Context: an optimization exercise on an open-source flow, tuned for small area. The choices shown serve that exercise and are no tape-out recipe. Where RTL was checked, it was by simulation tests only, not by an equivalence proof against the original. Power and IR drop assume default switching activity.

==> flow/design.v (excerpt) <==
module register_file
#(
  parameter int N = 32
) (
  input  logic              clk,
  input  logic              rst,
  input  logic              wr_ena,
  input  logic [register_file_pkg::ADDR_W-1:0] wr_addr,
  input  logic [N-1:0]      wr_data,
  input  logic [register_file_pkg::ADDR_W-1:0] rd_addr0,
  output logic [N-1:0]      rd_data0,
  input  logic [register_file_pkg::ADDR_W-1:0] rd_addr1,
  output logic [N-1:0]      rd_data1,
  input  logic              clear,
  output logic              busy
);
==> flow/config.mk <==
export PLATFORM = sky130hd
export DESIGN_NAME = register_file
export DESIGN_NICKNAME = register_file
export VERILOG_FILES = /design/flow/design.v
export SDC_FILE = /design/flow/constraint.sdc
export NUM_CORES = 8
export LEC_CHECK = 0
export CAP_MARGIN = 20
export CORE_MARGIN = 2
export CORE_UTILIZATION = 40
export CTS_BUF_LIST = sky130_fd_sc_hd__clkbuf_16
export CTS_CLUSTER_DIAMETER = 150
export CTS_CLUSTER_SIZE = 30
export SLEW_MARGIN = 20
export SYNTH_HIERARCHICAL = 1
export SYNTH_MINIMUM_KEEP_SIZE = 0
==> flow/constraint.sdc <==
create_clock -name core_clock -period 8.0 [get_ports {clk}]
set_input_delay 1.6000 -clock core_clock [delete_from_list [all_inputs] [get_ports {clk}]]
set_output_delay 1.6000 -clock core_clock [all_outputs]
set_load 0.01 [all_outputs]
standard.sh (not shown) runs the stock make flow with config.mk's settings and CLKGATE_MAP_FILE= SYNTH_SCRIPT=/design/flow/synth_recipe.tcl, a recipe that flattens the netlist after the stock synthesis.
==> flow/flow/run.sh <==
#!/bin/bash
# Standard layout, with the port buffers made as the smallest buffer cell.
set -euo pipefail
bash standard.sh "BUFFER_PORTS_ARGS=-buffer_cell sky130_fd_sc_hd__buf_1" finish > standard.log 2>&1
Edit:
Settings changed: CAP_MARGIN 20 to 0, CORE_UTILIZATION 40 to 55, SLEW_MARGIN 20 to 0.
- worst hold slack barely changes
- via count is higher by 6.7%
- routed wire length goes up by 10%
- critical path depth does not change
- core utilization went up by 16 points
- power rises by 1.3%
- maximum frequency is lower by 3.9%
- cell count came out lower by 6.5%
Edit:
Settings changed: CAP_MARGIN 0 to 20, CORE_UTILIZATION 55 to 40, CTS_BUF_LIST sky130_fd_sc_hd__clkbuf_16 to sky130_fd_sc_hd__clkbuf_8, CTS_CLUSTER_DIAMETER 150 to 100, CTS_CLUSTER_SIZE 30 to 16, SLEW_MARGIN 0 to 20.
The changed run finished with timing, DRC and antenna clean.
Wire length goes down by 8.3%.
Clock power barely changes.
Cell count goes up by 7.9%.
Global-route usage goes down by 18 points.
Utilization came out lower by 16 points.
Via count is lower by 5.5%.
Die area rose by 37%.
Function was not checked in any run of this note: the RTL went through the layout flow alone.

---

## JK
Another version of the RTL of register_file (not shown whole).
Size: roughly 120 I/O pins, ~0.037 mm^2 of cells after synthesis.
// register_file
module register_file
#(
  parameter int N = 32
) (
  input  logic              clk,
  input  logic              rst,
  input  logic              wr_ena,
  input  logic [register_file_pkg::ADDR_W-1:0] wr_addr,
  input  logic [N-1:0]      wr_data,
  input  logic [register_file_pkg::ADDR_W-1:0] rd_addr0,
  output logic [N-1:0]      rd_data0,
  input  logic [register_file_pkg::ADDR_W-1:0] rd_addr1,
  output logic [N-1:0]      rd_data1,
  input  logic              clear,
  output logic              busy
);
clock: 8.0 ns
lec_check: 0
cap_margin: 20
core_margin: 2
core_utilization: 40
place_density: 0.7
slew_margin: 20
synth_hierarchical: 1
synth_minimum_keep_size: 0
==> flow/flow/run.sh <==
#!/bin/bash
# Standard layout, with the port buffers made as the smallest buffer cell and
# a clock tree of small buffers in small clusters, without dummy loads.
set -euo pipefail
bash standard.sh \
  "BUFFER_PORTS_ARGS=-buffer_cell sky130_fd_sc_hd__buf_1" \
  "CTS_ARGS=-sink_clustering_enable -repair_clock_nets -sink_clustering_size 9 -sink_clustering_max_diameter 45 -buf_list sky130_fd_sc_hd__clkbuf_4 -dont_use_dummy_load" \
  finish > standard.log 2>&1
Both conditions hold for JK: the flow ran to the end and the final layout passed the timing, DRC and antenna checks.
Input-level comparison between PW and JK:
- setting CTS_BUF_LIST to sky130_fd_sc_hd__clkbuf_16 for the first time
- setting CTS_CLUSTER_DIAMETER to 120 for the first time
- setting CTS_CLUSTER_SIZE to 25 for the first time
==> flow/flow/run.sh <==
#!/bin/bash
# Standard layout, with the port buffers made as the smallest buffer cell.
set -euo pipefail
bash standard.sh "BUFFER_PORTS_ARGS=-buffer_cell sky130_fd_sc_hd__buf_1" finish > standard.log 2>&1
### Flow results
- All of JK and PW finish clean.
- Going from JK to PW, the utilization was found to have gone up by 0.29 points.
- Multi-input combinational cell count came out exactly the same in JK and PW.
- Compared with JK, in PW cell area picked up an extra about 0.65%, switching share of power lost 1.0 points, hold slack neither gained nor lost much, setup slack picked up an extra 110 ps, proportion of final cell area spent on non-clock buffers neither gained nor lost much.
- The run showing the smaller detail-routed net length per standard cell is JK.
- Of PW and JK, it is PW that has the lower combinational group share of total power.
- Minimum period implied by the final worst setup slack in PW is 110 ps below JK.

---

== run 1 ==
Another version of the RTL of register_file (not shown whole).
Size in the first run: roughly 3,200 cells after synthesis, ~120 I/O pins, about 37,000 um^2 of cells after synthesis.
clock: 8.0 ns
lec_check: 0
cap_margin: 10
core_margin: 2
core_utilization: 40
cts_buf_list: sky130_fd_sc_hd__clkbuf_16
cts_cluster_diameter: 120
cts_cluster_size: 25
place_density: 0.75
slew_margin: 10
synth_hierarchical: 1
synth_minimum_keep_size: 0
==> flow/flow/run.sh <==
#!/bin/bash
# Standard layout, with the port buffers made as the smallest buffer cell.
set -euo pipefail
bash standard.sh "BUFFER_PORTS_ARGS=-buffer_cell sky130_fd_sc_hd__buf_1" finish > standard.log 2>&1
The flow for run 1 finished, though final verification flagged max-capacitance violations, max-slew violations.
Input-level comparison between run 2 and run 1:
# run 1
export LEC_CHECK = 0
export CAP_MARGIN = 10
export CORE_MARGIN = 2
export CORE_UTILIZATION = 40
export CTS_BUF_LIST = sky130_fd_sc_hd__clkbuf_16
export CTS_CLUSTER_DIAMETER = 120
export CTS_CLUSTER_SIZE = 25
export PLACE_DENSITY = 0.75
export SLEW_MARGIN = 10
export SYNTH_HIERARCHICAL = 1
export SYNTH_MINIMUM_KEEP_SIZE = 0
create_clock -name core_clock -period 8.0 [get_ports {clk}]
# run 2
export LEC_CHECK = 0
export CAP_MARGIN = 20
export CORE_MARGIN = 2
export CORE_UTILIZATION = 40
export CTS_BUF_LIST = sky130_fd_sc_hd__clkbuf_16
export CTS_CLUSTER_DIAMETER = 120
export CTS_CLUSTER_SIZE = 25
export SLEW_MARGIN = 20
export SYNTH_HIERARCHICAL = 1
export SYNTH_MINIMUM_KEEP_SIZE = 0
create_clock -name core_clock -period 8.0 [get_ports {clk}]
## What came out
- Run 2 | stages: all done | timing, DRC, antenna: all pass
- Higher HPWL after detailed placement was reported by run 2, not run 1.
- Power density over the cells, run 2 and run 1: higher on run 1
- Max freq run 1 -> run 2: improved
- From run 1 to run 2 the numbers moved as follows: area of all sequential standard cells did not really move, first-iteration DRC count has decreased.
Input changes introduced in run 3 (baseline for comparison: run 2):
# run 2
export LEC_CHECK = 0
export CAP_MARGIN = 20
export CORE_MARGIN = 2
export CORE_UTILIZATION = 40
export CTS_BUF_LIST = sky130_fd_sc_hd__clkbuf_16
export CTS_CLUSTER_DIAMETER = 120
export CTS_CLUSTER_SIZE = 25
export SLEW_MARGIN = 20
export SYNTH_HIERARCHICAL = 1
export SYNTH_MINIMUM_KEEP_SIZE = 0
create_clock -name core_clock -period 8.0 [get_ports {clk}]
# run 3
export LEC_CHECK = 0
export CAP_MARGIN = 0
export CORE_MARGIN = 2
export CORE_UTILIZATION = 45
export CTS_BUF_LIST = sky130_fd_sc_hd__clkbuf_16
export CTS_CLUSTER_DIAMETER = 120
export CTS_CLUSTER_SIZE = 25
export SLEW_MARGIN = 0
export SYNTH_HIERARCHICAL = 1
export SYNTH_MINIMUM_KEEP_SIZE = 0
create_clock -name core_clock -period 8.0 [get_ports {clk}]
Results
Run 3: complete, dirty (max-capacitance violations, max-slew violations). Share of power burned in registers for run 3 is lower than for run 2. Run 3 vs. run 2: pin count of the biggest net entering global routing went up by 6. Between run 3 and run 2, it is run 3 whose wire length on met2 is higher, by 9600 um. Looking at wire length across both flows, run 3 is the weaker of the two, with run 2 ahead. Run 3 ended up with rd_data0[26] as its critical path endpoint; run 2 ended up with rd_data1[11]. Summary of run 3 over run 2: share of power burned in the clock network higher; area growth from synthesis to layout shrank by 1.3 points. Of run 2 and run 3, the run reporting the higher clock network area share was run 3. Taking run 2 as the reference point, the largest fanout on the critical path of run 3 rises by 6.
Setup changes, run 3 to run 4
# run 3
export LEC_CHECK = 0
export CAP_MARGIN = 0
export CORE_MARGIN = 2
export CORE_UTILIZATION = 45
export CTS_BUF_LIST = sky130_fd_sc_hd__clkbuf_16
export CTS_CLUSTER_DIAMETER = 120
export CTS_CLUSTER_SIZE = 25
export SLEW_MARGIN = 0
export SYNTH_HIERARCHICAL = 1
export SYNTH_MINIMUM_KEEP_SIZE = 0
create_clock -name core_clock -period 8.0 [get_ports {clk}]
# run 4
export LEC_CHECK = 0
export CAP_MARGIN = 20
export CORE_MARGIN = 2
export CORE_UTILIZATION = 40
export CTS_BUF_LIST = sky130_fd_sc_hd__clkbuf_16
export CTS_CLUSTER_DIAMETER = 120
export CTS_CLUSTER_SIZE = 25
export PLACE_DENSITY = 0.7
export SLEW_MARGIN = 20
export SYNTH_HIERARCHICAL = 1
export SYNTH_MINIMUM_KEEP_SIZE = 0
create_clock -name core_clock -period 8.0 [get_ports {clk}]
==> comparison <==
Of run 4 and run 3, only run 4 finishes the flow clean. Of run 4 and run 3, the higher total number of placement rows belongs to run 4. Run 3 → run 4: final critical-path setup slack went up; final clock period utilization by the worst path went down; number of inserted diodes went up. Final critical-path required period improves in run 4 relative to run 3. Looking at number of clock buffers in the layout, run 4 sits below run 3. Comparing run 4 with run 3, the insertion delay to the later sink of the worst-skew pair came out essentially unchanged. [run 4 vs run 3] total clock network power: lower in run 4. Sort run 4 and run 3 by overall power consumption, descending, and run 3 comes first. Compared with run 3, in run 4 global-route usage saw a decrease, critical path depth has decreased.

## port drivers added, routing unchanged
Ports are ideal in the flow. The routed layouts listed here were re-timed in OpenROAD. Step 1, drivers: a clkbuf_16 drives clk and a buf_2 each remaining input, both assumed. Step 2, shift: input delay + t, output delay - t, t = (earliest + latest rising clock arrival at the registers) / 2. This alone moves slack from input paths to output paths. a / b / c = no drivers / after step 1 / after step 2; a / b = the first two.
| run | t, ns | setup WS [ns] | slew at the worst register clock pin (ns) |
|---|---|---|---|
| the first run of note 1 | 0.708 | 1.077 / 1.048 / 1.048 | 0.12 / 0.12 |
| the second run of note 1 | 0.707 | 0.797 / 0.748 / 0.748 | 0.12 / 0.12 |
| the third run of note 1 | 0.799 | 1.179 / 1.149 / 1.149 | 0.12 / 0.12 |
| JK | 1.122 | 0.857 / 0.771 / 0.771 | 0.12 / 0.12 |
| PW | 0.734 | 0.970 / 0.886 / 0.886 | 0.11 / 0.11 |
| run 1 | 0.705 | 0.487 / 0.466 / 0.466 | 0.11 / 0.11 |
| run 2 | 0.698 | 0.711 / 0.686 / 0.686 | 0.11 / 0.11 |
| run 3 | 0.718 | 0.684 / 0.661 / 0.661 | 0.11 / 0.11 |
| run 4 | 0.712 | 0.886 / 0.858 / 0.858 | 0.11 / 0.11 |
The setup slack of JK, which loses most, moves by -0.086 ns with the drivers and by -0.086 ns with both steps.
